This design comes from an exercise in tuning for small area, a short achievable clock period and few clock cycles per item on the open sky130 flow, not from production work. The RTL was checked by simulation tests, not by an equivalence proof against the original design. Power figures rest on the tool's default switching activity, not on a simulated workload.

## flow/design.v (module list and top-level ports; edited modules follow where they fit)
// module fc_1st_mac_engine: 2732 lines
module fc_1st_mac_engine #(
    parameter int Bit_width   = 16,
    parameter int Frac_bits   = 8,
    parameter int In_Len      = 32,
    parameter int Out_Len     = 16,
    parameter int Waddr_width = 8
) (
    input  logic                        CLK,
    input  logic                        RST_N,
    input  logic                        Start,
    output logic                        Busy,
    output logic                        Done,
    output logic                        Read_Enable,
    output logic [4:0]                  Read_Width,
    input  logic signed [Bit_width-1:0] data_in_0,
    input  logic signed [Bit_width-1:0] data_in_1,
    input  logic signed [Bit_width-1:0] data_in_2,
    input  logic signed [Bit_width-1:0] data_in_3,
    input  logic signed [Bit_width-1:0] data_in_4,
    output logic [Waddr_width-1:0]      Weight_Addr,
    input  logic signed [Bit_width-1:0] weight_in_0,
    input  logic signed [Bit_width-1:0] weight_in_1,
    input  logic signed [Bit_width-1:0] weight_in_2,
    input  logic signed [Bit_width-1:0] weight_in_3,
    input  logic signed [Bit_width-1:0] weight_in_4,
    output logic [3:0]                  Neuron_Idx,
    input  logic signed [Bit_width-1:0] bias_in,
    output logic                        Out_Valid,
    input  logic                        Out_Ready,
    output logic [Bit_width-1:0]        Out_Data
);
  // ...
==> flow/flow/run.sh <==
#!/bin/bash
# Layout flow: the standard synthesis, then a netlist pass that removes
# the inverters Yosys leaves between full adders (each fa cell may be replaced
# by its dual: same cell, inputs and outputs complemented; registers and
# every other cell keep their function), then the standard layout with the
# port buffers made of sky130_fd_sc_hd__buf_2 instead of the slow delay
# buffer the placer picks by default. Each tool's output goes to a log here.
set -euo pipefail
R="$PWD/orfs/results/$FLOW_PLATFORM/fc_1st_mac_engine/base"
bash standard.sh synth > make_synth.log 2>&1
cp "$R/1_2_yosys.v" "$R/1_2_yosys_std.v"
python3 flow/polarity.py "$R/1_2_yosys_std.v" "$R/1_2_yosys.v" > polarity.log 2>&1
rm -f "$R/1_synth.odb" "$R/1_synth.sdc"
bash standard.sh "BUFFER_PORTS_ARGS=-buffer_cell sky130_fd_sc_hd__buf_2" finish > make_finish.log 2>&1
==> flow/flow/polarity.py <==
#!/usr/bin/env python3
"""Remove needless inverters around full adders in a mapped sky130 netlist.

A full adder is self-dual: FA(~a, ~b, ~c) = (~sum, ~cout). Yosys's extract_fa
picks the polarity of each extracted adder on its own, which leaves an
inverter between many adder pairs. This script chooses, for every fa cell, to
keep it or to use its dual (same cell, all three inputs and both outputs
complemented), so that as few inverters as possible are needed, then rewires
the netlist: every old inverter is removed and at most one new inverter is
made per signal that some reader needs complemented. Registers, ports and all
other cells keep exactly the function they had.

usage: polarity.py IN.v OUT.v
"""
import re
import sys
from collections import defaultdict

INV_RE = re.compile(r"^sky130_fd_sc_hd__(clk)?inv_\d+$")
FA_RE = re.compile(r"^sky130_fd_sc_hd__fa_\d+$")
XOR_RE = re.compile(r"^sky130_fd_sc_hd__(xor2|xnor2)_(\d+)$")
OUT_PINS = {"X", "Y", "Q", "Q_N", "SUM", "COUT", "HI", "LO"}

src = open(sys.argv[1]).read()

# ---- parse: header (up to the first cell), cells, trailer ----
cell_re = re.compile(r"^  (\S+) (\\\S+ |\S+) \(\n(.*?)\n  \);\n", re.S | re.M)
pin_re = re.compile(r"^\s*\.(\w+)\((.*)\),?$")
cells = []
spans = []
for m in cell_re.finditer(src):
    typ, name, body = m.group(1), m.group(2), m.group(3)
    pins = []
    for line in body.split("\n"):
        pm = pin_re.match(line)
        assert pm, (name, line)
        net = pm.group(2).strip()
        assert "{" not in net and "'" not in net, (name, net)
        pins.append((pm.group(1), net))
    cells.append([typ, name, pins])
    spans.append((m.start(), m.end()))
assert cells
head = src[:spans[0][0]]
tail = src[spans[-1][1]:]
assert tail.strip() == "endmodule", tail[:200]
# everything between cells must be blank
for (s0, e0), (s1, e1) in zip(spans, spans[1:]):
    assert src[e0:s1].strip() == "", src[e0:s1][:200]

ports = set()
for m in re.finditer(r"^\s*(input|output|inout)\s+(\[[^\]]+\]\s*)?(\S+);", head, re.M):
    rng, nm = m.group(2), m.group(3)
    if rng:
        hi, lo = [int(x) for x in rng.strip()[1:-1].split(":")]
        for i in range(min(hi, lo), max(hi, lo) + 1):
            ports.add(f"{nm}[{i}]")
    ports.add(nm)

# ---- inverters: out -> (in) ----
inv_of = {}       # inverter output net -> input net
inv_cells = set()
for i, (typ, name, pins) in enumerate(cells):
    if INV_RE.match(typ):
        d = dict(pins)
        out = d.get("Y")
        if out is None or out in ports:
            continue        # keep inverters that drive ports
        inv_of[out] = d["A"]
        inv_cells.add(i)


def root(net):
    """(root net, polarity) of a net seen through removable inverters."""
    pol = 0
    seen = 0
    while net in inv_of:
        net = inv_of[net]
        pol ^= 1
        seen += 1
        assert seen < 100
    return net, pol


driver = {}   # net -> cell index
for i, (typ, name, pins) in enumerate(cells):
    for p, n in pins:
        if p in OUT_PINS:
            driver[n] = i

fa_cells = [i for i, c in enumerate(cells) if FA_RE.match(c[0])]
is_fa = set(fa_cells)
is_xor = set(i for i, c in enumerate(cells) if XOR_RE.match(c[0]))
flippable = is_fa | is_xor   # an xor/xnor can also give either output polarity

# consumers of each root: list of (cell index or None for port, pin, pol)
cons = defaultdict(list)
for i, (typ, name, pins) in enumerate(cells):
    if i in inv_cells:
        continue
    for p, n in pins:
        if p in OUT_PINS:
            continue
        r, pol = root(n)
        cons[r].append((i, p, pol))
for n in ports:
    if n in inv_of:
        r, pol = root(n)
        cons[r].append((None, n, pol))

flip = defaultdict(int)


def need_inv(r):
    d = driver.get(r)
    fd = flip[d] if d in flippable else 0
    for (c, p, pol) in cons[r]:
        if c in is_xor:
            continue        # an xor/xnor absorbs an inverted input
        fc = flip[c] if (c is not None and c in is_fa) else 0
        if pol ^ fc ^ fd:
            return 1
    return 0


def fa_roots(i):
    """Roots whose cost depends on the flip of fa cell i."""
    rs = set()
    for p, n in cells[i][2]:
        if p in OUT_PINS:
            rs.add(n)
        elif i in is_fa:
            rs.add(root(n)[0])
    return rs


before = sum(need_inv(r) for r in cons)

adj = defaultdict(list)
for r, lst in cons.items():
    d = driver.get(r)
    if d not in flippable:
        continue
    for (c, p, pol) in lst:
        if c is not None and c in is_fa:
            adj[d].append((c, pol))
            adj[c].append((d, pol))
comp_of = {}
comps = []
for s0 in sorted(flippable):
    if s0 in comp_of:
        continue
    comp = [s0]
    comp_of[s0] = len(comps)
    flip[s0] = 0
    k0 = 0
    while k0 < len(comp):
        u = comp[k0]
        k0 += 1
        for v, pol in adj[u]:
            if v not in comp_of:
                comp_of[v] = len(comps)
                flip[v] = flip[u] ^ pol
                comp.append(v)
    comps.append(comp)
for comp in comps:
    rs = set()
    for i in comp:
        rs |= fa_roots(i)
    c0 = sum(need_inv(r) for r in rs)
    for i in comp:
        flip[i] ^= 1
    c1 = sum(need_inv(r) for r in rs)
    if c1 >= c0:
        for i in comp:
            flip[i] ^= 1
propagated = sum(need_inv(r) for r in cons)

improved = True
rounds = 0
while improved and rounds < 50:
    improved = False
    rounds += 1
    for i in sorted(flippable):
        rs = fa_roots(i)
        c0 = sum(need_inv(r) for r in rs)
        flip[i] ^= 1
        c1 = sum(need_inv(r) for r in rs)
        if c1 < c0:
            improved = True
        else:
            flip[i] ^= 1
after = sum(need_inv(r) for r in cons)

# ---- rewrite ----
newinv = {}   # root -> complemented net name
k = 0
for r in sorted(cons):
    if need_inv(r):
        newinv[r] = f"_pol{k}_"
        k += 1

removed_nets = set(inv_of.keys())
ntoggle = [0]
out_cells = []
for i, (typ, name, pins) in enumerate(cells):
    if i in inv_cells:
        continue
    newpins = []
    toggle = 0
    for p, n in pins:
        if p not in OUT_PINS:
            r, pol = root(n)
            d = driver.get(r)
            fd = flip[d] if d in flippable else 0
            fc = flip[i] if i in is_fa else 0
            if i in is_xor:
                toggle ^= pol ^ fd
                n = r
            else:
                n = newinv[r] if (pol ^ fc ^ fd) else r
        newpins.append((p, n))
    if i in is_xor:
        toggle ^= flip[i]
    if toggle:
        m = XOR_RE.match(typ)
        if m.group(1) == "xor2":
            typ = f"sky130_fd_sc_hd__xnor2_{m.group(2)}"
            newpins = [("Y" if p == "X" else p, n) for p, n in newpins]
        else:
            typ = f"sky130_fd_sc_hd__xor2_{m.group(2)}"
            newpins = [("X" if p == "Y" else p, n) for p, n in newpins]
        ntoggle[0] += 1
    out_cells.append((typ, name, newpins))
for r, nn in newinv.items():
    out_cells.append(("sky130_fd_sc_hd__inv_1", f"{nn}inv", [("A", r), ("Y", nn)]))

# ports driven through an inverter that was removed cannot happen: those
# inverters were kept above.
decl = "".join(f"  wire {nn};\n" for nn in newinv.values())
# drop declarations of removed scalar inverter nets
head_lines = []
for line in head.split("\n"):
    m = re.match(r"^\s*wire\s+(\S+);\s*$", line)
    if m and m.group(1) in removed_nets:
        continue
    head_lines.append(line)
head = "\n".join(head_lines)


def fmt(typ, name, pins):
    body = ",\n".join(f"    .{p}({n + ' ' if n.startswith(chr(92)) else n})" for p, n in pins)
    return f"  {typ} {name} (\n{body}\n  );\n"


with open(sys.argv[2], "w") as f:
    f.write(head + decl + "".join(fmt(*c) for c in out_cells) + tail)

nflip = sum(1 for i in fa_cells if flip[i])
print(f"polarity: {len(fa_cells)} fa cells, {nflip} flipped, inverters "
      f"{len(inv_cells)} removable -> {len(newinv)} new "
      f"(root count {before} -> {propagated} -> {after}, {len(comps)} groups), {rounds} rounds, "
      f"{ntoggle[0]} xor/xnor swapped")

==> flow/standard.sh <==
#!/bin/bash
# synth_recipe.tcl (not shown) runs the flow's synth.tcl, then flattens the netlist and writes it again
# the make line also repeats each setting of config.mk as NAME=value (left out here)
make -C /OpenROAD-flow-scripts/flow DESIGN_CONFIG=/design/flow/config.mk WORK_HOME=/design/flow/orfs CLKGATE_MAP_FILE= SYNTH_SCRIPT=/design/flow/synth_recipe.tcl "${@:-finish}"
==> flow/config.mk <==
export PLATFORM = sky130hd
export DESIGN_NAME = fc_1st_mac_engine
export DESIGN_NICKNAME = fc_1st_mac_engine
export VERILOG_FILES = /design/flow/design.v
export SDC_FILE = /design/flow/constraint.sdc
export NUM_CORES = 4
export LEC_CHECK = 0
export CAP_MARGIN = 20
export CORE_MARGIN = 2
export CORE_UTILIZATION = 65
export CTS_CLUSTER_DIAMETER = 100
export CTS_CLUSTER_SIZE = 24
export SLEW_MARGIN = 70
==> flow/constraint.sdc <==
create_clock -name core_clock -period 12.5 [get_ports {CLK}]
set_input_delay 2.5000 -clock core_clock [delete_from_list [all_inputs] [get_ports {CLK}]]
set_output_delay 2.5000 -clock core_clock [all_outputs]
set_load 0.01 [all_outputs]
==> metrics.md, run 1 <==
| Metric | Value |
|---|---|
| Crit path DAT | approximately 1.2 ns |
| Fraction of area in multi-input gates | roughly 66% |
| Vias | roughly 32k |
| Part of the power in combinational logic | a little over two thirds |
| Synthesized netlist cell count | about 3.9k |
| # hold bufs at CTS | 0 |
| Min-delay src | t3_last |
| Tightest Pin Transition | 0.522 ns |
| Area Overhead vs Synth | 6.37% |
| Critical path class | reg -> out |
| Reg2reg end | pr[128] |
| Met1 usage | 57.7% |
| CTS max path bufs | 3 |
| DP Area | between 0.04 and 0.05 mm² |
| Area-dominant class | multi-input gates |
| Die Ht | between 200 and 300 µm |
| Final setup fails | 0 |
| Net switching power | 7110 µW |
| Internal Power | slightly below 8000 µW |
| Seq area share | between 20% and 30% |
| Syn Nets | just under 5k |
| ClkCell Share | under 10% |
| CP Launch Type | flop |
| Rel. slew slack | approximately 65% |
| Routed length on met3 | about 22000 µm |
| CTS Sinks | between 500 and 600 |
| Largest net degree at the start of global routing | 38 |
| Register share of total power | around 22% |
| RR Startpoint | xr4[15] |
| Number of non-clock buffers in the layout | ~250 |
| Outcome | finished clean |
| Antenna violation net count after detailed routing | 0 |
| Buffers and inverters on the worst path | 1 |
| Met1 wire length | 54900 µm |
| R2R depth | 6 |
| Clock Latency Late Sink | about 0.7 ns |
| Post-layout util | approximately 70% |
Testbench counts, summed over its fixed seeds: cycles 7,560, items 1,024.
==> run 2: changes to the inputs <==
--- a/flow/design.v
+++ b/flow/design.v
@@ -33,29 +33,29 @@
     logic [4:0]  rw_q;
     logic [7:0]  row_q;
     logic [3:0]  ineu_q;
     logic [15:0] out_q;
     logic        idle_q, empty_q, issuing, olast_q;
     logic [7:0]  nrow, cbase;
     logic [3:0]  nineu, cn;
     logic [2:0]  nstep;
-    logic        t1_first, t1_last, t2_first, t2_nfirst, t2_last, t3_last, t4_last;
+    logic        t1_first, t1_last, t2_first, t2_nfirst, t2_last, t3_last;
     logic [15:0] result;
     assign Busy        = busy_q;
     assign Done        = done_q;
     assign Read_Enable = re_q;
     assign Read_Width  = rw_q;
     assign Weight_Addr = row_q;
     assign Neuron_Idx  = ineu_q;
     assign Out_Valid   = ov_q;
     assign Out_Data    = out_q;
     wire       hs       = ~empty_q & Out_Ready;      
-    wire       conflict = t4_last & ~empty_q;        
-    wire       commit   = t4_last & empty_q;         
+    wire       conflict = t3_last & ~empty_q;        
+    wire       commit   = t3_last & empty_q;         
     wire       fin      = hs & olast_q;              
     wire [7:0] row      = ~nrow;
     wire [3:0] ineu     = ~nineu;
     wire [2:0] step     = ~nstep;
     logic       busy_n, ov_n, iss_n;
     logic [7:0] row_n;
     logic [3:0] ineu_n;
     logic [2:0] step_n;
@@ -106,17 +106,16 @@
             cbase    <= '0;
             cn       <= '0;
             t1_first <= 1'b0;
             t1_last  <= 1'b0;
             t2_first <= 1'b0;
             t2_nfirst <= 1'b1;
             t2_last  <= 1'b0;
             t3_last  <= 1'b0;
-            t4_last  <= 1'b0;
         end else begin
             busy_q   <= busy_n;
             idle_q   <= ~busy_n;
             done_q   <= fin;
             ov_q     <= ov_n;
             empty_q  <= ~ov_n;
             issuing  <= iss_n;
             re_q     <= iss_n | issuing;
@@ -136,17 +135,16 @@
                 olast_q <= (cn == 4'd15);
             end
             t1_first <= issuing & (step == 3'd0) & ~conflict;
             t1_last  <= issuing & (step == 3'd6) & ~conflict;
             t2_first <= t1_first & ~conflict;
             t2_nfirst <= ~(t1_first & ~conflict);    
             t2_last  <= t1_last & ~conflict;
             t3_last  <= t2_last & ~conflict;
-            t4_last  <= t3_last & ~conflict;
         end
     end
     logic [15:0] out_hold;
     always_ff @(posedge CLK) begin
         if (commit) out_hold <= result;
         out_q <= empty_q ? result : out_hold;
     end
     logic [15:0] xr0, xr1, xr2, xr3, xr4;
@@ -2714,19 +2712,20 @@
     end
     assign acc_n0 = {c1558, c1552, s1549, s1545, s1539, c1528, s1527, c1512, s1511, c1492, s1491, s1479, c1454, c1438, s1437, c1406, s1405, c1370, c1350, c1330, c1312, c1296, c1280, c1266, c1252, c1240, c1228, c1218, c1208, c1200, c1192, c1186, c1180, c1176, c1174, c1172, accg1[0]};
     assign acc_n1 = {s1563, s1557, s1551, c1540, c1534, s1533, c1520, s1519, c1502, s1501, c1480, c1468, s1467, s1453, c1422, s1421, c1388, s1387, s1369, s1349, s1329, s1311, s1295, s1279, s1265, s1251, s1239, s1227, s1217, s1207, s1199, s1191, s1185, s1179, s1175, s1173, s1171};
     always_ff @(posedge CLK) begin
         acc0 <= acc_n0;
         acc1 <= acc_n1;
     end
     logic [36:0] sum;
-    logic [36:8] sum_q;
     assign sum = acc0 + acc1;
-    always_ff @(posedge CLK) begin
-        sum_q <= sum[36:8];
-    end
+    wire [13:0] ah = acc0[36:23], bh = acc1[36:23];
+    wire [13:0] px = ah ^ bh;
+    wire z_rest = &(px[13:1] ~^ (ah[12:0] | bh[12:0]));
+    wire o_rest = &(px[13:1] ^ (ah[12:0] & bh[12:0]));
+    wire in_range = sum[23] ? o_rest : z_rest;
     always_comb begin
-        if (&sum_q[36:23] || ~|sum_q[36:23]) result = sum_q[23:8];
-        else if (sum_q[36]) result = 16'h8000;
+        if (in_range) result = sum[23:8];
+        else if (sum[36]) result = 16'h8000;
         else result = 16'h7fff;
     end
 endmodule
==> flow/config.mk (replaced) <==
export PLATFORM = sky130hd
export DESIGN_NAME = fc_1st_mac_engine
export DESIGN_NICKNAME = fc_1st_mac_engine
export VERILOG_FILES = /design/flow/design.v
export SDC_FILE = /design/flow/constraint.sdc
export NUM_CORES = 4
export LEC_CHECK = 0
export CAP_MARGIN = 20
export CORE_MARGIN = 2
export CORE_UTILIZATION = 40
export CTS_CLUSTER_DIAMETER = 100
export CTS_CLUSTER_SIZE = 24
export SLEW_MARGIN = 60
==> metrics.md, run 2 <==
| Metric | Value |
|---|---|
| CTS Sinks | 542 (was 572) |
| Post-Route WL | 161000 µm (was 156000 µm) |
| Skew final | 0.0565 ns (was 0.0253 ns) |
| Clock Pin Slew Worst Setup and Hold Paths | 0.10 ns (was 0.09 ns) |
| GRT overflow | 0 (unchanged) |
| Min-Delay Path Class | reg -> reg (unchanged) |
| Average wire per standard cell | 30.3 µm (was 33.3 µm) |
| Vias | 31.3k (was 31.7k) |
| Avg Cell Area, Syn | 11.1 µm² (was 11.3 µm²) |
| Leakage | 0.0182 µW (was 0.0180 µW) |
| Highest clock rate | 0.260 GHz (was 0.274 GHz) |
| Die X | 336 µm (was 264 µm) |
| Outcome | finished clean (unchanged) |
| Syn Nets | 5015 (was 4905) |
| Vias per cell | 5.88 (was 6.76) |
| Placer congestion estimate | 1.06 (was 1.12) |
| Rel. slew slack | 59.0% (was 65.1%) |
| Cells after DPL | 5266 (was 4627) |
| Hpwl dp | 125000 µm (was 124000 µm) |
| CP Launch Type | flop (unchanged) |
| CTS max path bufs | 3 (unchanged) |
| Layout Cells excl Fill | 5331 (was 4680) |
| Io pins | 217 (unchanged) |
| Setup crit end kind | flop (was primary output) |
| Layout cell share with drive strength beyond 1 | 13.1% (was 14.7%) |
| Num CTS Buffers | 36 (was 31) |
| Nets | 4937 (was 4818) |
| TritonCTS clock tree | built (unchanged) |
| Die Ht | 336 µm (was 264 µm) |
| RSZ-0062 raised after global routing | false (unchanged) |
| Dpl ws | 8.54 ns (about the same) |
| Largest fanout on the critical path | 10 (was 1) |
| DP Area | 0.0460 mm² (was 0.0455 mm²) |
| Worst EP required | 12.96 ns (was 10.00 ns) |
| Commonest non-fill, non-tap cell in the layout | fa_1 (unchanged) |
| Initial Util | 40.4% (was 65.5%) |
| Fillcell total | 10.3k (was 4829) |
| Die ar. | 0.113 mm² (was 0.0696 mm²) |
| Most frequent cells in the layout | fa_1 (751), a22oi_1 (601), xnor2_1 (522), dfxtp_1 (375), buf_2 (218) (was fa_1 (742), a22oi_1 (600), xnor2_1 (504), dfxtp_1 (378), buf_2 (219)) |
| Row count | 121 (was 95) |
| Port bufs | 216 (unchanged) |
| Synthesized netlist cell count | 3969 (was 3878) |
| Cell Pwr Density | 318 mW/mm² (was 321 mW/mm²) |
| Tightest Pin Transition | 0.615 ns (was 0.522 ns) |
| Crit path DAT | 4.30 ns (was 1.15 ns) |
| Starting DRT DRC Count | 4190 (was 4922) |
| Hold Crit Depth | 2 (was 1) |
| Ys Warns | 1549 (unchanged) |
| Final Worst Setup Slack | 8.66 ns (was 8.85 ns) |
| Area Overhead vs Synth | 7.51% (was 6.37%) |
| Global-route wire length before repair | 231000 µm (was 226000 µm) |
| Synth Cell Area | 0.0440 mm² (was 0.0439 mm²) |
| Setup TNS | 0 ns (unchanged) |
| Clock Latency Late Sink | 0.66 ns (was 0.68 ns) |
| Max-capacitance violation count | 0 (unchanged) |
| Critical path class | reg -> reg (was reg -> out) |
| # hold bufs at CTS | 0 (unchanged) |
| Final setup fails | 0 (unchanged) |
| Largest regs | pr (178), acc0 (37), acc1 (37) (unchanged) |
| Fraction of the cycle the final worst path needs | 30.7% (was 29.2%) |
| Final Slew Violations | 0 (unchanged) |
| Final instance area | 0.0473 mm² (was 0.0466 mm²) |
| Final Power | 15000 µW (about the same) |
| Total core area | 0.109 mm² (was 0.0669 mm²) |
| GRT Overall Usage | 28.6% (was 45.2%) |
| Min Tclk post-route | 3.84 ns (was 3.65 ns) |
| R2R depth | 6 (unchanged) |
| Vias in the first global route | 31.9k (was 32.9k) |
| Largest net degree at the start of global routing | 38 (unchanged) |
| Drt pass-1 iters | 9 (was 10) |
| Setup Buffers After CTS | 0 (unchanged) |
| Top reg by flops | pr (unchanged) |
| Antenna violation net count after detailed routing | 0 (unchanged) |
| DRC viols | 0 (unchanged) |
| Peak VDD IR | 0.000223 V (was 0.000302 V) |
| Post-CTS Resized | 0 (unchanged) |
| Clock root buffer | clkbuf_16 (unchanged) |
| Antenna violations before repair | 3 (was 5) |
| Final Hold Viols | 0 (unchanged) |
| H-tree Lvls | 2 (was 1) |
| Number of flip-flops in the largest register | 178 (unchanged) |
## run 2: path summary, 6_finish.rpt
| kind | startpoint | slack [ns] | end |
|---|---|---|---|
| worst max-delay path | be3[17] | 8.66 | pr[92] |
| worst min-delay path | out_hold[15] | 0.47 | out_q[15] |
| worst max register to register | be3[17] | 8.66 | pr[92] |
| worst min register to register | out_hold[15] | 0.47 | out_q[15] |
## run 2: cell type report
cell class | count | area (µm²) | area share [%]
antenna | 4 | 10.0 | 0.0212
clock buffer | 41 | 941 | 1.99
clock inverter | 19 | 283 | 0.598
inverter | 152 | 571 | 1.21
multi-input combinational | 2891 | 31000 | 65.6
sequential | 542 | 11200 | 23.7
tap | 1414 | 1770 | 3.74
timing repair buffer | 268 | 1470 | 3.10
## run 2: power by group
group          switching (µW)  internal [µW]  total, µW
Clock                     737            604       1340
Combinational            5870           4670      10500
Sequential                535           2630       3170
## run 2: through the flow
stage | util (%) | hold WS, ns
global route | 43.4 | 0.476
global placement | 42.0 | 0.436
finish | 43.4 | 0.466
CTS | 43.3 | 0.475
floorplan | - | 0.421
detailed placement | 42.2 | 0.448
## run 2: worst max-delay path: stages, from the launching register on
cell,delay [ns]
dfxtp_2,0.56
clkinv_1,0.56
xor2_1,0.44
fa_1,0.47
fa_1,0.55
fa_1,0.52
fa_1,0.54
## run 2: routing by layer
layer | vias to the layer above | track usage [%] | share of wire, %
li1 | 12964 | - | -
met1 | 15591 | 37.7 | 39
met2 | 2248 | 42.4 | 42
met3 | 522 | 8.56 | 12
met4 | 2 | 15.1 | 6.7
met5 | - | 0 | 0.011
Testbench counts of run 2, summed over its fixed seeds: cycles 7,496, items 1,024.
==> run 3: changes to the inputs <==
--- a/flow/config.mk
+++ b/flow/config.mk
@@ -10,4 +10,4 @@
 export CORE_UTILIZATION = 40
 export CTS_CLUSTER_DIAMETER = 100
 export CTS_CLUSTER_SIZE = 24
-export SLEW_MARGIN = 60
+export SLEW_MARGIN = 70
==> metrics.md, run 3 <==
| Metric | Value |
|---|---|
| Min-Delay Path Class | reg -> reg (unchanged) |
| Min-delay src | t1_last (was out_hold[15]) |
| Total core area | 0.109 mm² (unchanged) |
| Setup crit end kind | primary output (was flop) |
| GRT overflow | 0 (unchanged) |
| Buffers and inverters on the worst path | 1 (unchanged) |
| Outcome | finished clean (unchanged) |
| Num CTS Buffers | 34 (was 36) |
| Global-route wire length before repair | 230000 µm (was 231000 µm) |
| GRT Overall Usage | 28.5% (was 28.6%) |
| Hold Crit Depth | 1 (was 2) |
| Row count | 121 (unchanged) |
| Area Overhead vs Synth | 8.21% (was 7.51%) |
| Crit path DAT | 1.14 ns (was 4.30 ns) |
| Fraction of the cycle the final worst path needs | 29.1% (was 30.7%) |
| Slowest stage delay, CP | 0.37 ns (was 0.56 ns) |
| Clock Latency Late Sink | 0.64 ns (was 0.66 ns) |
| Skew final | 0.0418 ns (was 0.0565 ns) |
| Post-Route WL | 161000 µm (about the same) |
| Critical path class | reg -> out (was reg -> reg) |
| Final Hold Viols | 0 (unchanged) |
| H-tree Lvls | 2 (unchanged) |
| ANT cells | 0 (was 4) |
| Starting DRT DRC Count | 4224 (was 4190) |
| Vias in the first global route | 31.7k (was 31.9k) |
| Nets | 4949 (was 4937) |
| Number of flip-flops in the largest register | 178 (unchanged) |
| RR Startpoint | be3[23] (was be3[17]) |
| Rel. slew slack | 66.8% (was 59.0%) |
| CTS Sinks | 542 (unchanged) |
| Crit path launch | out_q[0] (was be3[17]) |
| Synthesized netlist cell count | 3969 (unchanged) |
| Initial Util | 40.4% (unchanged) |
| Critical-path cell list | buf_2 (was clkinv_1 > xor2_1 > fa_1 > fa_1 > fa_1 > fa_1) |
| R2R depth | 6 (unchanged) |
| Leakage | 0.0183 µW (was 0.0182 µW) |
| Largest fanout on the critical path | 1 (was 10) |
| Final setup fails | 0 (unchanged) |
| Reg2reg end | pr[92] (unchanged) |
| Top reg by flops | pr (unchanged) |
| Die X | 336 µm (unchanged) |
| Vias per cell | 5.86 (was 5.88) |
| DRC viols | 0 (unchanged) |
| Setup Buffers After CTS | 0 (unchanged) |
| Hpwl dp | 125000 µm (about the same) |
| CP max stage cell | dfxtp_1 (was dfxtp_2) |
| Highest clock rate | 0.275 GHz (was 0.260 GHz) |
| Layout cell share with drive strength beyond 1 | 13.7% (was 13.1%) |
| Die Ht | 336 µm (unchanged) |
| WHS | 0.475 ns (was 0.466 ns) |
| TritonCTS clock tree | built (unchanged) |
| Top Family by Delay on Critical Path | flip-flops (was adder cells) |
| Final Slew Violations | 0 (unchanged) |
| Peak VDD IR | 0.000200 V (was 0.000223 V) |
| Crit path depth | 1 (was 6) |
| Vias | 31.3k (about the same) |
| Post-CTS Resized | 0 (unchanged) |
| Setup TNS | 0 ns (unchanged) |
| Drt pass-1 iters | 8 (was 9) |
| Avg Cell Area, Syn | 11.1 µm² (unchanged) |
| Port bufs | 216 (unchanged) |
| Ys Warns | 1549 (unchanged) |
| Antenna violations before repair | 3 (unchanged) |
| Synth Cell Area | 0.0440 mm² (unchanged) |
| Io pins | 217 (unchanged) |
| Syn Nets | 5015 (unchanged) |
| Clock Pin Slew Worst Setup and Hold Paths | 0.10 ns (about the same) |
| CTS max path bufs | 3 (unchanged) |
| RSZ-0062 raised after global routing | false (unchanged) |
| Min Tclk post-route | 3.64 ns (was 3.84 ns) |
| Endpoint, Worst Hold | t2_last (was out_q[15]) |
| Max-capacitance violation count | 0 (unchanged) |
| Most frequent cells in the layout | fa_1 (749), a22oi_1 (601), xnor2_1 (516), dfxtp_1 (372), buf_2 (223) (was fa_1 (751), a22oi_1 (601), xnor2_1 (522), dfxtp_1 (375), buf_2 (218)) |
| Clock root buffer | clkbuf_16 (unchanged) |
| Largest regs | pr (178), acc0 (37), acc1 (37) (unchanged) |
| Average wire per standard cell | 30.2 µm (was 30.3 µm) |
| Commonest non-fill, non-tap cell in the layout | fa_1 (unchanged) |
| CP Launch Type | flop (unchanged) |
| Antenna violation net count after detailed routing | 0 (unchanged) |
| # hold bufs at CTS | 0 (unchanged) |
| Tightest Pin Transition | 0.494 ns (was 0.615 ns) |
| Die ar. | 0.113 mm² (unchanged) |
| Placer congestion estimate | 1.06 (unchanged) |
| R2r setup slk | 9.00 ns (was 8.66 ns) |
| Worst EP required | 10.00 ns (was 12.96 ns) |
| Cell Pwr Density | 315 mW/mm² (was 318 mW/mm²) |
| Largest net degree at the start of global routing | 38 (unchanged) |
## run 3: power breakdown
| group | internal (µW) | switching [µW] |
|---|---|---|
| Clock | 547 | 702 |
| Combinational | 4690 | 5890 |
| Sequential | 2630 | 529 |
## run 3: area by class of cell
class	count	area [µm²]
clock buffer	40	895
clock inverter	15	194
fill	10263	61400
inverter	152	576
multi-input combinational	2891	31100
sequential	542	11400
tap	1414	1770
timing repair buffer	282	1650
## run 3: worst max-delay path by stage
stage          slack (ns)           to
2_1_floorplan        8.76       pr[45]
3_3_place_gp         8.56       pr[45]
3_5_place_dp         8.55       pr[45]
4_1_cts              8.78  Out_Data[0]
5_1_grt              8.80  Out_Data[0]
6_report             8.86  Out_Data[0]
## run 3: through the flow
step           setup WS [ns]  area (µm²)  total power [µW]  cells  util [%]
2_1_floorplan           8.76       44000              9850   3969         -
3_3_place_gp            8.56       45800             13300   5265      42.0
3_5_place_dp            8.55       46300             13700   5275      42.5
4_1_cts                 8.78       47400             15000   5330      43.5
5_1_grt                 8.80       47600             16500   5336      43.7
6_report                8.86       47600             15000   5336      43.7
## run 3: metal layers
layer / vias to the layer above / part of all wire, % / GRT usage, %
met5: - / 0.021 / 0
met4: 4 / 6.8 / 15.2
met3: 454 / 12 / 8.65
met2: 2256 / 42 / 42.4
met1: 15581 / 38 / 37.3
li1: 12979 / - / -
==> run 4: changes to the inputs <==
--- a/flow/config.mk
+++ b/flow/config.mk
@@ -7,7 +7,7 @@
 export LEC_CHECK = 0
 export CAP_MARGIN = 20
 export CORE_MARGIN = 2
-export CORE_UTILIZATION = 40
+export CORE_UTILIZATION = 50
 export CTS_CLUSTER_DIAMETER = 100
 export CTS_CLUSTER_SIZE = 24
 export SLEW_MARGIN = 70
==> metrics.md, run 4 <==
| Metric | Value |
|---|---|
| Outcome | finished clean (unchanged) |
| Met1 wire length | 59200 µm (was 61900 µm) |
| Largest net degree at the start of global routing | 37 (was 38) |
| RSZ-0062 raised after global routing | false (unchanged) |
| Drt pass-1 iters | 8 (unchanged) |
| DP Area | 0.0459 mm² (was 0.0463 mm²) |
| Final instance area | 0.0468 mm² (was 0.0476 mm²) |
| TritonCTS clock tree | built (unchanged) |
| Worst EP required | 10.00 ns (about the same) |
| H-tree Lvls | 1 (was 2) |
| WHS | 0.466 ns (was 0.475 ns) |
| Final Power | 14600 µW (was 15000 µW) |
| Antenna violation net count after detailed routing | 0 (unchanged) |
| Min-Delay Path Class | reg -> reg (unchanged) |
| Synthesized netlist cell count | 3969 (unchanged) |
| Global-route wire length before repair | 223000 µm (was 230000 µm) |
| DRC viols | 0 (unchanged) |
| Final Slew Violations | 0 (unchanged) |
| Critical path class | reg -> out (unchanged) |
| Antenna violations before repair | 3 (unchanged) |
| R2R depth | 6 (unchanged) |
| Num CTS Buffers | 28 (was 34) |
| Peak VDD IR | 0.000234 V (was 0.000200 V) |
| Routed length on met3 | 19100 µm (was 19900 µm) |
| GRT Overall Usage | 34.3% (was 28.5%) |
| Total core area | 0.0870 mm² (was 0.109 mm²) |
| Avg Cell Area, Syn | 11.1 µm² (unchanged) |
| Hpwl dp | 121000 µm (was 125000 µm) |
| Syn Nets | 5015 (unchanged) |
| Reg2reg end | pr[96] (was pr[92]) |
| Clock Latency Late Sink | 0.66 ns (was 0.64 ns) |
| Die Ht | 301 µm (was 336 µm) |
| Rel. slew slack | 67.3% (was 66.8%) |
| Area Overhead vs Synth | 6.52% (was 8.21%) |
| Nets | 4917 (was 4949) |
| Final Hold Viols | 0 (unchanged) |
| Io pins | 217 (unchanged) |
| Hold Crit Depth | 1 (unchanged) |
| Min Tclk post-route | 3.64 ns (about the same) |
| Fraction of the cycle the final worst path needs | 29.1% (about the same) |
| Layout cell share with drive strength beyond 1 | 13.3% (was 13.7%) |
| Top Family by Delay on Critical Path | flip-flops (unchanged) |
| Highest metal used | met5 (unchanged) |
| Setup crit end kind | primary output (unchanged) |
| CTS Sinks | 542 (unchanged) |
| Final Worst Setup Slack | 8.86 ns (about the same) |
| Endpoint, Worst Hold | t3_last (was t2_last) |
| Ys Warns | 1549 (unchanged) |
| Clock root buffer | clkbuf_16 (unchanged) |
| Largest regs | pr (178), acc0 (37), acc1 (37) (unchanged) |
| Row count | 108 (was 121) |
| Starting DRT DRC Count | 4095 (was 4224) |
| Critical-path cell list | buf_2 (unchanged) |
| # hold bufs at CTS | 0 (unchanged) |
| Max-capacitance violation count | 0 (unchanged) |
| Average wire per standard cell | 30.6 µm (was 30.2 µm) |
| Post-Route WL | 154000 µm (was 161000 µm) |
| Setup TNS | 0 ns (unchanged) |
| Final setup fails | 0 (unchanged) |
| Buffers and inverters on the worst path | 1 (unchanged) |
| Vias | 31.1k (was 31.3k) |
| Highest clock rate | 0.275 GHz (about the same) |
| Most frequent cells in the layout | fa_1 (750), a22oi_1 (601), xnor2_1 (513), dfxtp_1 (354), buf_2 (218) (was fa_1 (749), a22oi_1 (601), xnor2_1 (516), dfxtp_1 (372), buf_2 (223)) |
| GRT overflow | 0 (unchanged) |
| Largest fanout on the critical path | 1 (unchanged) |
| Setup Buffers After CTS | 0 (unchanged) |
| Crit path depth | 1 (unchanged) |
| Skew final | 0.0273 ns (was 0.0418 ns) |
| CP Launch Type | flop (unchanged) |
| Placer congestion estimate | 1.03 (was 1.06) |
| Met2 WL post-DR | 65800 µm (was 68400 µm) |
| Clock Pin Slew Worst Setup and Hold Paths | 0.09 ns (was 0.10 ns) |
| Die X | 301 µm (was 336 µm) |
| Vias per cell | 6.16 (was 5.86) |
| Initial Util | 50.5% (was 40.4%) |
| Dpl ws | 8.57 ns (was 8.55 ns) |
| CTS max path bufs | 3 (unchanged) |
| Slowest stage delay, CP | 0.36 ns (was 0.37 ns) |
| RR Startpoint | be0[14] (was be3[23]) |
| Die ar. | 0.0904 mm² (was 0.113 mm²) |
| Synth Cell Area | 0.0440 mm² (unchanged) |
| Post-CTS Resized | 0 (unchanged) |
| CP max stage cell | dfxtp_1 (unchanged) |
| Leakage | 0.0181 µW (was 0.0183 µW) |
| R2r setup slk | 9.03 ns (was 9.00 ns) |
| Port bufs | 216 (unchanged) |
| Commonest non-fill, non-tap cell in the layout | fa_1 (unchanged) |
| Cell Pwr Density | 312 mW/mm² (was 315 mW/mm²) |
| Min-delay src | t2_last (was t1_last) |
| Number of flip-flops in the largest register | 178 (unchanged) |
| Crit path DAT | 1.14 ns (about the same) |
| Tightest Pin Transition | 0.487 ns (was 0.494 ns) |
| Top reg by flops | pr (unchanged) |
| Vias in the first global route | 31.6k (was 31.7k) |
run 4: per-stage QoR:
stage / instances / util [%]
6_report: 5045 / 53.8
5_1_grt: 5044 / 53.8
4_1_cts: 5042 / 53.7
3_5_place_dp: 4994 / 52.7
3_3_place_gp: 4991 / 52.1
2_1_floorplan: 3969 / -
run 4: layer usage:
| layer | global-route usage (%) | vias to the layer above |
|---|---|---|
| met3 | 10.2 | 433 |
| li1 | - | 12915 |
| met5 | 0.159 | - |
| met4 | 17.6 | 4 |
| met1 | 46.0 | 15742 |
| met2 | 50.6 | 2003 |
run 4: final cells by class:
class,count,area (µm²)
fill,7700,40200
multi-input combinational,2891,31100
sequential,542,11400
tap,1155,1450
timing repair buffer,256,1410
clock buffer,42,795
inverter,152,573
clock inverter,6,78.8
antenna,1,2.50
run 4: report_power, final:
group | internal, µW | switching (µW) | leakage, µW
logic | 4600 | 5740 | 0.0131
registers | 2630 | 558 | 0.00459
clock network | 453 | 618 | 0.000423
total | 7680 | 6920 | 0.0181
run 4: how the worst max path moves through the flow:
stage / startpoint / to
2_1_floorplan: bias_in[3] / pr[45]
3_3_place_gp: bias_in[3] / pr[45]
3_5_place_dp: bias_in[3] / pr[45]
4_1_cts: rw_q[1] / Read_Width[1]
5_1_grt: rw_q[1] / Read_Width[1]
6_report: ineu_q[1] / Neuron_Idx[1]
==> run 5: changes to the inputs <==
--- a/flow/config.mk
+++ b/flow/config.mk
@@ -7,7 +7,7 @@
 export LEC_CHECK = 0
 export CAP_MARGIN = 20
 export CORE_MARGIN = 2
-export CORE_UTILIZATION = 50
-export CTS_CLUSTER_DIAMETER = 100
-export CTS_CLUSTER_SIZE = 24
+export CORE_UTILIZATION = 40
+export CTS_CLUSTER_DIAMETER = 60
+export CTS_CLUSTER_SIZE = 16
 export SLEW_MARGIN = 70
==> metrics.md, run 5 <==
| Metric | Value |
|---|---|
| Dpl ws | 8.55 ns (was 8.57 ns) |
| Die X | 336 µm (was 301 µm) |
| Setup crit end kind | primary output (unchanged) |
| Final Slew Violations | 0 (unchanged) |
| Slowest stage delay, CP | 0.36 ns (about the same) |
| Syn Nets | 5015 (unchanged) |
| Average wire per standard cell | 29.9 µm (was 30.6 µm) |
| Drt pass-1 iters | 6 (was 8) |
| Min-Delay Path Class | reg -> reg (unchanged) |
| DRC viols | 0 (unchanged) |
| Die Ht | 336 µm (was 301 µm) |
| CP max stage cell | dfxtp_1 (unchanged) |
| H-tree Lvls | 2 (was 1) |
| Starting DRT DRC Count | 4164 (was 4095) |
| Fraction of the cycle the final worst path needs | 29.8% (was 29.1%) |
| GRT overflow | 0 (unchanged) |
| Vias in the first global route | 32.0k (was 31.6k) |
| Number of flip-flops in the largest register | 178 (unchanged) |
| CTS max path bufs | 3 (unchanged) |
| Post-CTS Resized | 0 (unchanged) |
| Leakage | 0.0188 µW (was 0.0181 µW) |
| Num CTS Buffers | 60 (was 28) |
| Most frequent cells in the layout | fa_1 (749), a22oi_1 (601), xnor2_1 (516), dfxtp_1 (372), buf_2 (223) (was fa_1 (750), a22oi_1 (601), xnor2_1 (513), dfxtp_1 (354), buf_2 (218)) |
| Max-capacitance violation count | 0 (unchanged) |
| Critical-path cell list | buf_2 (unchanged) |
| CTS Sinks | 542 (unchanged) |
| Worst EP required | 10.00 ns (about the same) |
| Antenna violation net count after detailed routing | 0 (unchanged) |
| Crit path depth | 1 (unchanged) |
| Rel. slew slack | 66.8% (was 67.3%) |
| Buffers and inverters on the worst path | 1 (unchanged) |
| Reg2reg end | pr[77] (was pr[96]) |
| # hold bufs at CTS | 0 (unchanged) |
| Tightest Pin Transition | 0.494 ns (was 0.487 ns) |
| Critical path class | reg -> out (unchanged) |
| Synthesized netlist cell count | 3969 (unchanged) |
| Post-Route WL | 161000 µm (was 154000 µm) |
| Synth Cell Area | 0.0440 mm² (unchanged) |
| Global-route wire length before repair | 231000 µm (was 223000 µm) |
| Row count | 121 (was 108) |
| Min Tclk post-route | 3.73 ns (was 3.64 ns) |
| Commonest non-fill, non-tap cell in the layout | fa_1 (unchanged) |
| Hpwl dp | 125000 µm (was 121000 µm) |
| Outcome | finished clean (unchanged) |
| RR Startpoint | xr1[3] (was be0[14]) |
| RSZ-0062 raised after global routing | false (unchanged) |
| Highest clock rate | 0.268 GHz (was 0.275 GHz) |
| ANT cells | 0 (was 1) |
| Peak VDD IR | 0.000204 V (was 0.000234 V) |
| Top Family by Delay on Critical Path | flip-flops (unchanged) |
| Critical Path End | Out_Data[0] (was Neuron_Idx[1]) |
| Die ar. | 0.113 mm² (was 0.0904 mm²) |
| Vias per cell | 5.86 (was 6.16) |
| Vias | 31.6k (was 31.1k) |
| Crit path launch | out_q[0] (was ineu_q[1]) |
| Placer congestion estimate | 1.06 (was 1.03) |
| Top reg by flops | pr (unchanged) |
| Largest fanout on the critical path | 1 (unchanged) |
| TritonCTS clock tree | built (unchanged) |
| WHS | 0.463 ns (was 0.466 ns) |
| Clock Latency Late Sink | 0.71 ns (was 0.66 ns) |
| Port bufs | 216 (unchanged) |
| Largest regs | pr (178), acc0 (37), acc1 (37) (unchanged) |
| Area Overhead vs Synth | 10.5% (was 6.52%) |
| Largest net degree at the start of global routing | 38 (was 37) |
| Io pins | 217 (unchanged) |
| Clock Pin Slew Worst Setup and Hold Paths | 0.07 ns (was 0.09 ns) |
| Setup Buffers After CTS | 0 (unchanged) |
| R2r setup slk | 9.05 ns (was 9.03 ns) |
| CP Launch Type | flop (unchanged) |
| Layout cell share with drive strength beyond 1 | 14.8% (was 13.3%) |
| Antenna violations before repair | 3 (unchanged) |
| Post-layout util | 44.6% (was 53.8%) |
| Nets | 4973 (was 4917) |
| Clock root buffer | clkbuf_16 (unchanged) |
| Total core area | 0.109 mm² (was 0.0870 mm²) |
| Crit path DAT | 1.23 ns (was 1.14 ns) |
| Setup TNS | 0 ns (unchanged) |
| Skew final | 0.0549 ns (was 0.0273 ns) |
| Ys Warns | 1549 (unchanged) |
| Final Hold Viols | 0 (unchanged) |
| Initial Util | 40.4% (was 50.5%) |
| Cell Pwr Density | 321 mW/mm² (was 312 mW/mm²) |
| Final Worst Setup Slack | 8.77 ns (was 8.86 ns) |
| Avg Cell Area, Syn | 11.1 µm² (unchanged) |
| R2R depth | 6 (unchanged) |
| GRT Overall Usage | 28.6% (was 34.3%) |
| Final setup fails | 0 (unchanged) |
run 5: cell types whose count changed in the layout (fill, tap and decap cells not counted), sizes merged:
cell      delta
diode        -1
inv         +15
clkbuf      +27
buf         +23
bufinv       +2
clkinv      +14
clkinvlp     +3
run 5: per-layer routing:
layer	track usage, %	vias up	share of wire (%)
met5	0	-	0.012
met3	8.54	510	12
met4	16.6	2	7.2
met2	42.1	2295	42
met1	37.2	15719	38
li1	-	13053	-
run 5: worst min-delay path by stage:
stage	startpoint	endpoint	slack (ns)	cells after the start
finish	out_hold[15]	out_q[15]	0.46	2
global route	t2_last	t3_last	0.49	1
CTS	out_hold[15]	out_q[15]	0.47	2
detailed placement	acc1[0]	acc0[0]	0.45	1
global placement	out_hold[15]	out_q[15]	0.44	2
floorplan	out_hold[15]	out_q[15]	0.42	2
run 5: where the power goes:
group          switching [µW]  internal (µW)  total [µW]
registers                 531           2630        3160
clock network             875            995        1870
logic                    5880           4690       10600
total                    7290           8310       15600
run 5: layout make-up:
cell class | instances | area, µm²
clock buffers | 68 | 1560
clock inverters | 40 | 553
fillers | 10185 | 60400
inverters | 152 | 576
multi-input cells | 2891 | 31100
flip-flops and latches | 542 | 11400
well taps | 1414 | 1770
repair buffers | 280 | 1620
run 5: worst register-to-register path, delay by kind of cell (launching register included):
kind	cells	cell delay (ns)
adders and majority gates	4	2.33
xor gates and xnor gates	1	0.18
AOI/OAI and AO/OA	1	0.19
DFF	1	0.60
run 5: stage by stage:
| step | std cells | area, µm² | power [µW] |
|---|---|---|---|
| floorplan | 3969 | 44000 | 9850 |
| global placement | 5265 | 45800 | 13300 |
| detailed placement | 5275 | 46300 | 13700 |
| CTS | 5383 | 48500 | 15600 |
| global route | 5387 | 48600 | 17100 |
| finish | 5387 | 48600 | 15600 |
==> run 6: changes to the inputs <==
==> flow/flow/run.sh (replaced) <==
#!/bin/bash
# Layout flow: the standard synthesis, then a netlist pass that removes
# the inverters Yosys leaves between full adders (each fa cell may be replaced
# by its dual: same cell, inputs and outputs complemented; registers and
# every other cell keep their function), then the standard layout with the
# port buffers made of sky130_fd_sc_hd__buf_2 instead of the slow delay
# buffer the placer picks by default. After global placement, each register
# that only drives an output port's buffer is moved next to that buffer
# before legalization. Each tool's output goes to a log here.
set -euo pipefail
R="$PWD/orfs/results/$FLOW_PLATFORM/fc_1st_mac_engine/base"
BUF="BUFFER_PORTS_ARGS=-buffer_cell sky130_fd_sc_hd__buf_2"
bash standard.sh synth > make_synth.log 2>&1
cp "$R/1_2_yosys.v" "$R/1_2_yosys_std.v"
python3 flow/polarity.py "$R/1_2_yosys_std.v" "$R/1_2_yosys.v" > polarity.log 2>&1
rm -f "$R/1_synth.odb" "$R/1_synth.sdc"
bash standard.sh "$BUF" "$R/3_3_place_gp.odb" > make_place.log 2>&1
cp "$R/3_3_place_gp.odb" "$R/3_3_place_gp_std.odb"
MV_IN="$R/3_3_place_gp_std.odb" MV_OUT="$R/3_3_place_gp.odb" \
  openroad -no_init -exit flow/outflops.tcl > outflops.log 2>&1
bash standard.sh "$BUF" finish > make_finish.log 2>&1
==> flow/flow/outflops.tcl (new file) <==
# Put each flip-flop that only drives an output port's buffer next to that
# buffer (the buffer sits at the port). Detailed placement legalizes later.
read_db $::env(MV_IN)
set block [ord::get_db_block]
set moved 0
foreach term [$block getBTerms] {
  if {[$term getIoType] != "OUTPUT"} { continue }
  set net [$term getNet]
  if {$net == "NULL"} { continue }
  set buf ""
  foreach it [$net getITerms] { if {[$it isOutputSignal]} { set buf [$it getInst] } }
  if {$buf == ""} { continue }
  set innet ""
  foreach it [$buf getITerms] { if {[$it isInputSignal]} { set innet [$it getNet] } }
  if {$innet == "" || $innet == "NULL"} { continue }
  if {[llength [$innet getITerms]] != 2} { continue }
  set drv ""
  foreach it [$innet getITerms] { if {[$it isOutputSignal]} { set drv [$it getInst] } }
  if {$drv == ""} { continue }
  if {![string match "*dfxtp*" [[$drv getMaster] getName]]} { continue }
  set loc [$buf getLocation]
  set x [lindex $loc 0]
  set y [lindex $loc 1]
  $drv setLocation $x $y
  $drv setPlacementStatus PLACED
  incr moved
}
puts "outflops: moved $moved flip-flops next to their output buffers"
write_db $::env(MV_OUT)
--- a/flow/config.mk
+++ b/flow/config.mk
@@ -8,6 +8,6 @@
 export CAP_MARGIN = 20
 export CORE_MARGIN = 2
 export CORE_UTILIZATION = 40
-export CTS_CLUSTER_DIAMETER = 60
-export CTS_CLUSTER_SIZE = 16
+export CTS_CLUSTER_DIAMETER = 100
+export CTS_CLUSTER_SIZE = 24
 export SLEW_MARGIN = 70
==> metrics.md, run 6 <==
| Metric | Value |
|---|---|
| Outcome | finished clean (unchanged) |
| Largest net degree at the start of global routing | 38 (unchanged) |
| Final Slew Violations | 0 (unchanged) |
| Register share of total power | 20.8% (was 20.3%) |
| Fraction of the cycle the final worst path needs | 28.6% (was 29.8%) |
| Die X | 336 µm (unchanged) |
| Clock Pin Slew Worst Setup and Hold Paths | 0.09 ns (was 0.07 ns) |
| Internal Power | 7930 µW (was 8310 µW) |
| Placer congestion estimate | 1.06 (unchanged) |
| Area Overhead vs Synth | 8.70% (was 10.5%) |
| Hpwl dp | 126000 µm (was 125000 µm) |
| Top reg by flops | pr (unchanged) |
| Port bufs | 216 (unchanged) |
| Slowest stage delay, CP | 0.31 ns (was 0.36 ns) |
| # hold bufs at CTS | 0 (unchanged) |
| Die ar. | 0.113 mm² (unchanged) |
| Drt pass-1 iters | 8 (was 6) |
| GRT Overall Usage | 28.6% (about the same) |
| Top Family by Delay on Critical Path | flip-flops (unchanged) |
| Synth Cell Area | 0.0440 mm² (unchanged) |
| Net switching power | 7190 µW (was 7290 µW) |
| Average wire per standard cell | 30.2 µm (was 29.9 µm) |
| Final Hold Viols | 0 (unchanged) |
| Setup TNS | 0 ns (unchanged) |
| ANT cells | 0 (unchanged) |
| Tightest Pin Transition | 0.487 ns (was 0.494 ns) |
| Vias per cell | 5.90 (was 5.86) |
| CP Launch Type | flop (unchanged) |
| Initial Util | 40.4% (unchanged) |
| Buffers and inverters on the worst path | 1 (unchanged) |
| CTS max path bufs | 3 (unchanged) |
| Post-layout util | 43.9% (was 44.6%) |
| Nets | 4955 (was 4973) |
| Critical-path cell list | buf_2 (unchanged) |
| Commonest non-fill, non-tap cell in the layout | fa_1 (unchanged) |
| Antenna violation net count after detailed routing | 0 (unchanged) |
| Setup Buffers After CTS | 0 (unchanged) |
| CTS Sinks | 542 (unchanged) |
| Critical path class | reg -> out (unchanged) |
| Number of flip-flops in the largest register | 178 (unchanged) |
| Io pins | 217 (unchanged) |
| Rel. slew slack | 67.3% (was 66.8%) |
| Final setup fails | 0 (unchanged) |
| DRC viols | 0 (unchanged) |
| RSZ-0062 raised after global routing | false (unchanged) |
| Fillcell total | 10.2k (about the same) |
| Cell Pwr Density | 316 mW/mm² (was 321 mW/mm²) |
| Skew final | 0.0520 ns (was 0.0549 ns) |
| Min-Delay Path Class | reg -> reg (unchanged) |
| Avg Cell Area, Syn | 11.1 µm² (unchanged) |
| Antenna violations before repair | 6 (was 3) |
| Min Tclk post-route | 3.57 ns (was 3.73 ns) |
| Clock root buffer | clkbuf_16 (unchanged) |
| Layout cell share with drive strength beyond 1 | 14.0% (was 14.8%) |
| Ys Warns | 1549 (unchanged) |
| Global-route wire length before repair | 231000 µm (about the same) |
| Part of the power in combinational logic | 70.3% (was 67.7%) |
| Peak VDD IR | 0.000192 V (was 0.000204 V) |
| Switching share of power | 47.6% (was 46.7%) |
| Largest regs | pr (178), acc0 (37), acc1 (37) (unchanged) |
| Setup crit end kind | primary output (unchanged) |
| Synthesized netlist cell count | 3969 (unchanged) |
| CP max stage cell | dfxtp_1 (unchanged) |
| Starting DRT DRC Count | 4374 (was 4164) |
| Clock network fraction of design power | 8.8% (was 12.0%) |
| Largest fanout on the critical path | 1 (unchanged) |
| Most frequent cells in the layout | fa_1 (747), a22oi_1 (601), xnor2_1 (515), dfxtp_1 (372), buf_2 (223) (was fa_1 (749), a22oi_1 (601), xnor2_1 (516), dfxtp_1 (372), buf_2 (223)) |
| Die Ht | 336 µm (unchanged) |
| Leakage | 0.0184 µW (was 0.0188 µW) |
| H-tree Lvls | 2 (unchanged) |
| Clock Latency Late Sink | 0.65 ns (was 0.71 ns) |
| Highest clock rate | 0.280 GHz (was 0.268 GHz) |
| Total core area | 0.109 mm² (unchanged) |
| Syn Nets | 5015 (unchanged) |
| Crit path DAT | 1.07 ns (was 1.23 ns) |
| Vias | 31.5k (was 31.6k) |
| Num CTS Buffers | 36 (was 60) |
| Post-Route WL | 162000 µm (was 161000 µm) |
| Max-capacitance violation count | 0 (unchanged) |
| Worst EP required | 10.00 ns (about the same) |
| Vias in the first global route | 31.8k (was 32.0k) |
| Row count | 121 (unchanged) |
| GRT overflow | 0 (unchanged) |
| TritonCTS clock tree | built (unchanged) |
| Post-CTS Resized | 0 (unchanged) |
run 6: final timing paths:
check                             startpoint  slack, ns  cells past startpoint           to
worst max-delay path                out_q[6]       8.93                      1  Out_Data[6]
worst min-delay path            out_hold[15]       0.46                      2    out_q[15]
worst max register to register       be3[23]       8.97                      6       pr[92]
worst min register to register  out_hold[15]       0.46                      2    out_q[15]
run 6: routing by layer:
layer / routed length, µm / vias up / GRT usage [%]
met1: 62200 / 15781 / 37.7
met5: 39 / - / 0
met2: 68700 / 2226 / 42.7
met4: 10600 / 6 / 14.2
met3: 20100 / 502 / 8.56
li1: - / 13001 / -
run 6: cell type report:
cell class / count / area, µm² / share of cell area (%)
Clock buffer: 43 / 980 / 2.05
Inverter: 152 / 576 / 1.20
Multi-Input combinational cell: 2891 / 31100 / 65.2
Timing Repair Buffer: 286 / 1720 / 3.60
Clock inverter: 17 / 246 / 0.516
Tap cell: 1414 / 1770 / 3.70
Sequential cell: 542 / 11400 / 23.8
run 6: power groups by stage:
stage	logic [µW]	clock network (µW)	registers, µW
2_1_floorplan	6940	0	2900
3_3_place_gp	10200	0	3180
3_5_place_dp	10600	0	3190
4_1_cts	10600	1370	3150
5_1_grt	12000	1430	3200
6_report	10600	1340	3150
run 6: per-stage QoR:
| step | power (µW) | std cells | hold slack [ns] | worst slack [ns] | cell area [µm²] |
|---|---|---|---|---|---|
| 4_1_cts | 15100 | 5335 | 0.477 | 8.88 | 47600 |
| 5_1_grt | 16600 | 5345 | 0.491 | 8.87 | 47800 |
| 3_5_place_dp | 13700 | 5275 | 0.452 | 8.55 | 46300 |
| 3_3_place_gp | 13300 | 5265 | 0.436 | 8.56 | 45800 |
| 6_report | 15100 | 5345 | 0.464 | 8.93 | 47800 |
| 2_1_floorplan | 9850 | 3969 | 0.421 | 8.76 | 44000 |
==> run 7: changes to the inputs <==
==> flow/run.sh (new file) <==
#!/bin/bash
# synth_recipe.tcl (not shown) runs the flow's synth.tcl, then flattens the netlist and writes it again
# the make line also repeats each setting of config.mk as NAME=value (left out here)
make -C /OpenROAD-flow-scripts/flow DESIGN_CONFIG=/design/flow/config.mk WORK_HOME=/design/flow/orfs CLKGATE_MAP_FILE= SYNTH_SCRIPT=/design/flow/synth_recipe.tcl finish
removed: flow/flow/run.sh
removed: flow/flow/outflops.tcl
removed: flow/flow/polarity.py
removed: flow/standard.sh
==> metrics.md, run 7 <==
| Metric | Value |
|---|---|
| Outcome | finished clean (unchanged) |
| Main flop type after synthesis | dfxtp_1 |
| Register area | 0.0114 mm² (about the same) |
| Min-Delay Path Class | reg -> reg (unchanged) |
| Largest net degree at the start of global routing | 38 (unchanged) |
| Io pins | 217 (unchanged) |
| Fraction of the cycle the final worst path needs | 32.6% (was 28.6%) |
| # hold bufs at CTS | 0 (unchanged) |
| Final instance area | 0.0513 mm² (was 0.0478 mm²) |
| Setup TNS | 0 ns (unchanged) |
| Peak VDD IR | 0.000243 V (was 0.000192 V) |
| DRC viols | 0 (unchanged) |
| Slowest stage delay, CP | 0.57 ns (was 0.31 ns) |
| Post-CTS Resized | 0 (unchanged) |
| Antenna violation net count after detailed routing | 0 (unchanged) |
| Synth Register Bits | 542 |
| Largest regs | pr (178), acc0 (37), acc1 (37) (unchanged) |
| Final Slew Violations | 0 (unchanged) |
| Placer congestion estimate | 1.02 (was 1.06) |
| Post-Route WL | 161000 µm (was 162000 µm) |
| Area Overhead vs Synth | 10.4% (was 8.70%) |
| R2R depth | 9 (was 6) |
| ANT cells | 0 (unchanged) |
| Syn Nets | 5677 (was 5015) |
| Netlist cell types | 57 |
| Num CTS Buffers | 29 (was 36) |
| H-tree Lvls | 1 (was 2) |
| Row count | 125 (was 121) |
| Die X | 345 µm (was 336 µm) |
| DP Area | 0.0502 mm² (was 0.0463 mm²) |
| Total core area | 0.116 mm² (was 0.109 mm²) |
| Hpwl dp | 129000 µm (was 126000 µm) |
| Nets | 5594 (was 4955) |
| GRT Overall Usage | 27.1% (was 28.6%) |
| Vias per cell | 5.45 (was 5.90) |
| Final Hold Viols | 0 (unchanged) |
| Reg2reg end | pr[113] (was pr[92]) |
| Rel. slew slack | 68.0% (was 67.3%) |
| Top cells by count, synth | inv_1 (801), fa_1 (751), a22oi_1 (601), dfxtp_1 (526), xnor2_1 (454) |
| Clock Pin Slew Worst Setup and Hold Paths | 0.10 ns (was 0.09 ns) |
| Crit path DAT | 1.58 ns (was 1.07 ns) |
| Global-route wire length before repair | 235000 µm (was 231000 µm) |
| Vias | 33.2k (was 31.5k) |
| Buffers and inverters on the worst path | 1 (unchanged) |
| Crit path depth | 1 (unchanged) |
| Skew final | 0.0470 ns (was 0.0520 ns) |
| CTS Sinks | 542 (unchanged) |
| Min-delay src | out_hold[15] (unchanged) |
| Commonest non-fill, non-tap cell in the layout | inv_1 (was fa_1) |
| Critical-path cell list | clkdlybuf4s50_1 (was buf_2) |
| Port bufs | 216 (unchanged) |
| Layout cell share with drive strength beyond 1 | 7.31% (was 14.0%) |
| Post-synth EDFFs | 16 |
| Die Ht | 345 µm (was 336 µm) |
| Starting DRT DRC Count | 4011 (was 4374) |
| Fillcell total | 11.1k (was 10.2k) |
| Ys Warns | 1549 (unchanged) |
| Max-capacitance violation count | 0 (unchanged) |
| Average wire per standard cell | 26.5 µm (was 30.2 µm) |
| Critical path class | reg -> out (unchanged) |
| Initial Util | 40.2% (was 40.4%) |
| R2r setup slk | 8.80 ns (was 8.97 ns) |
| Most frequent cells in the layout | inv_1 (794), fa_1 (748), a22oi_1 (601), xnor2_1 (421), dfxtp_1 (367) (was fa_1 (747), a22oi_1 (601), xnor2_1 (515), dfxtp_1 (372), buf_2 (223)) |
| Largest fanout on the critical path | 1 (unchanged) |
| CP max stage cell | clkdlybuf4s50_1 (was dfxtp_1) |
| Cell Pwr Density | 299 mW/mm² (was 316 mW/mm²) |
| Synth Cell Area | 0.0465 mm² (was 0.0440 mm²) |
| Min Tclk post-route | 4.08 ns (was 3.57 ns) |
| Synthesized netlist cell count | 4631 (was 3969) |
| CTS max path bufs | 3 (unchanged) |
| RR Startpoint | be1[14] (was be3[23]) |
| Top reg by flops | pr (unchanged) |
| GRT overflow | 0 (unchanged) |
| Tightest Pin Transition | 0.476 ns (was 0.487 ns) |
| Dominant cell by count in the synthesized netlist | inv_1 |
| TritonCTS clock tree | built (unchanged) |
| Final setup fails | 0 (unchanged) |
| CP Launch Type | flop (unchanged) |
| Die ar. | 0.119 mm² (was 0.113 mm²) |
| Sequential area share after synthesis | 23.7% |
| Avg Cell Area, Syn | 10.0 µm² (was 11.1 µm²) |
| Setup crit end kind | primary output (unchanged) |
| Vias in the first global route | 33.5k (was 31.8k) |
| Ranking of synthesized cells by area | fa_1 (32%), dfxtp_1 (23%), a22oi_1 (9.7%) |
| Highest clock rate | 0.245 GHz (was 0.280 GHz) |
| Area of the multi-input gates | 0.0313 mm² (was 0.0311 mm²) |
| Critical Path End | Weight_Addr[1] (was Out_Data[6]) |
| Setup Buffers After CTS | 0 (unchanged) |
| Drt pass-1 iters | 7 (was 8) |
| Asr flop ratio synth | 0% |
| Clock Latency Late Sink | 0.70 ns (was 0.65 ns) |
| Crit path launch | row_q[1] (was out_q[6]) |
| Leakage | 0.0219 µW (was 0.0184 µW) |
| RSZ-0062 raised after global routing | false (unchanged) |
| Worst EP required | 10.00 ns (about the same) |
| Antenna violations before repair | 3 (was 6) |
| Post-synth top area cell | fa_1 |
| Yosys top cell area share | 32.4% |
| Clock root buffer | clkbuf_16 (unchanged) |
| Number of flip-flops in the largest register | 178 (unchanged) |
| Top Family by Delay on Critical Path | buffers and inverters (was flip-flops) |
run 7: worst reg2reg max path, delay by kind of cell (launching register included):
| family | cells | cell delay, ns |
|---|---|---|
| flops | 1 | 0.50 |
| fa+ha+maj | 4 | 2.20 |
| buf+inv | 4 | 0.62 |
| xor+xnor | 1 | 0.30 |
run 7: report_power, final:
| part | internal [µW] | switching (µW) | total (µW) |
|---|---|---|---|
| logic | 4590 | 6510 | 11100 |
| clock network | 492 | 652 | 1140 |
| registers | 2620 | 493 | 3120 |
run 7: how the worst min path moves through the flow:
stage | slack (ns) | to | cells after the start
after detailed placement | 0.44 | out_q[15] | 2
after floorplan | 0.42 | out_q[15] | 2
final | 0.46 | out_q[15] | 2
after global placement | 0.43 | out_q[15] | 2
after CTS | 0.46 | out_q[15] | 2
after global routing | 0.48 | out_q[15] | 2
run 7: cell families after synthesis:
kind of cell	count (synthesis)	synth area share (%)
xor+xnor	735	13.9
fa+ha+maj	867	35.5
mux	1	0.0242
compound gates	803	12.3
simple gates	485	4.94
flops	542	23.7
buf+inv	1198	9.70
run 7: metrics by stage:
step / std cells / util, % / hold slack [ns] / worst slack (ns) / power, µW
final: 6092 / 44.3 / 0.458 / 8.42 / 15400
after detailed placement: 6036 / 43.3 / 0.436 / 8.20 / 14200
after floorplan: 4631 / - / 0.421 / 8.76 / 10300
after global placement: 6027 / 42.7 / 0.434 / 8.05 / 13700
after global routing: 6092 / 44.3 / 0.483 / 8.35 / 17300
after CTS: 6087 / 44.2 / 0.460 / 8.36 / 15400
run 7: cell type report:
| cell class | instances | share of cell area (%) |
|---|---|---|
| Clock buffer | 40 | 1.50 |
| Multi-Input combinational cell | 2891 | 61.0 |
| Tap cell | 1524 | 3.72 |
| Inverter | 814 | 6.03 |
| Timing Repair Buffer | 270 | 5.10 |
| Clock inverter | 11 | 0.329 |
| Sequential cell | 542 | 22.3 |
run 7: per-layer routing:
metal	global-route usage [%]	routed length [µm]
met1	36.5	65200
met2	40.0	67400
met3	9.32	20000
met4	10.9	8710
met5	0	23

-- re-timing with driven ports --
The results above use ideal ports. As a check the final layouts listed here were re-extracted and re-timed, cells and wires unchanged. Step 1 (the two cells are an assumption about what drives the block):
set clk [get_ports {CLK}]
set_driving_cell -lib_cell sky130_fd_sc_hd__clkbuf_16 $clk
set_driving_cell -lib_cell sky130_fd_sc_hd__buf_2 [delete_from_list [all_inputs] $clk]
Step 2 moves the port delays by t, midway between the first and last clock arrival at a register: inputs arrive t later, outputs are due t later. That takes back most of the time a late clock gives input paths. Slacks: ideal / step 1 / step 2; pairs: ideal / step 1.
run | t (ns) | setup WS [ns] | slew at the worst register clock pin (ns) | worst data-port slew with drivers (ns)
run 1 | 0.733 | 8.854 / 8.788 / 8.493 | 0.11 / 0.11 | 0.07
run 2 | 0.710 | 8.657 / 8.657 / 8.542 | 0.10 / 0.10 | 0.07
run 3 | 0.690 | 8.863 / 8.788 / 8.535 | 0.10 / 0.10 | 0.08
run 4 | 0.712 | 8.861 / 8.794 / 8.570 | 0.11 / 0.11 | 0.06
run 5 | 0.764 | 8.769 / 8.692 / 8.542 | 0.08 / 0.08 | 0.08
run 6 | 0.699 | 8.927 / 8.854 / 8.523 | 0.10 / 0.10 | 0.08
run 7 | 0.743 | 8.423 / 8.352 / 8.189 | 0.10 / 0.10 | 0.08
After both steps setup and hold are still met in every run listed. For run 6, which loses most, drivers alone change the setup slack by -0.073 ns; drivers and shift together by -0.404 ns.
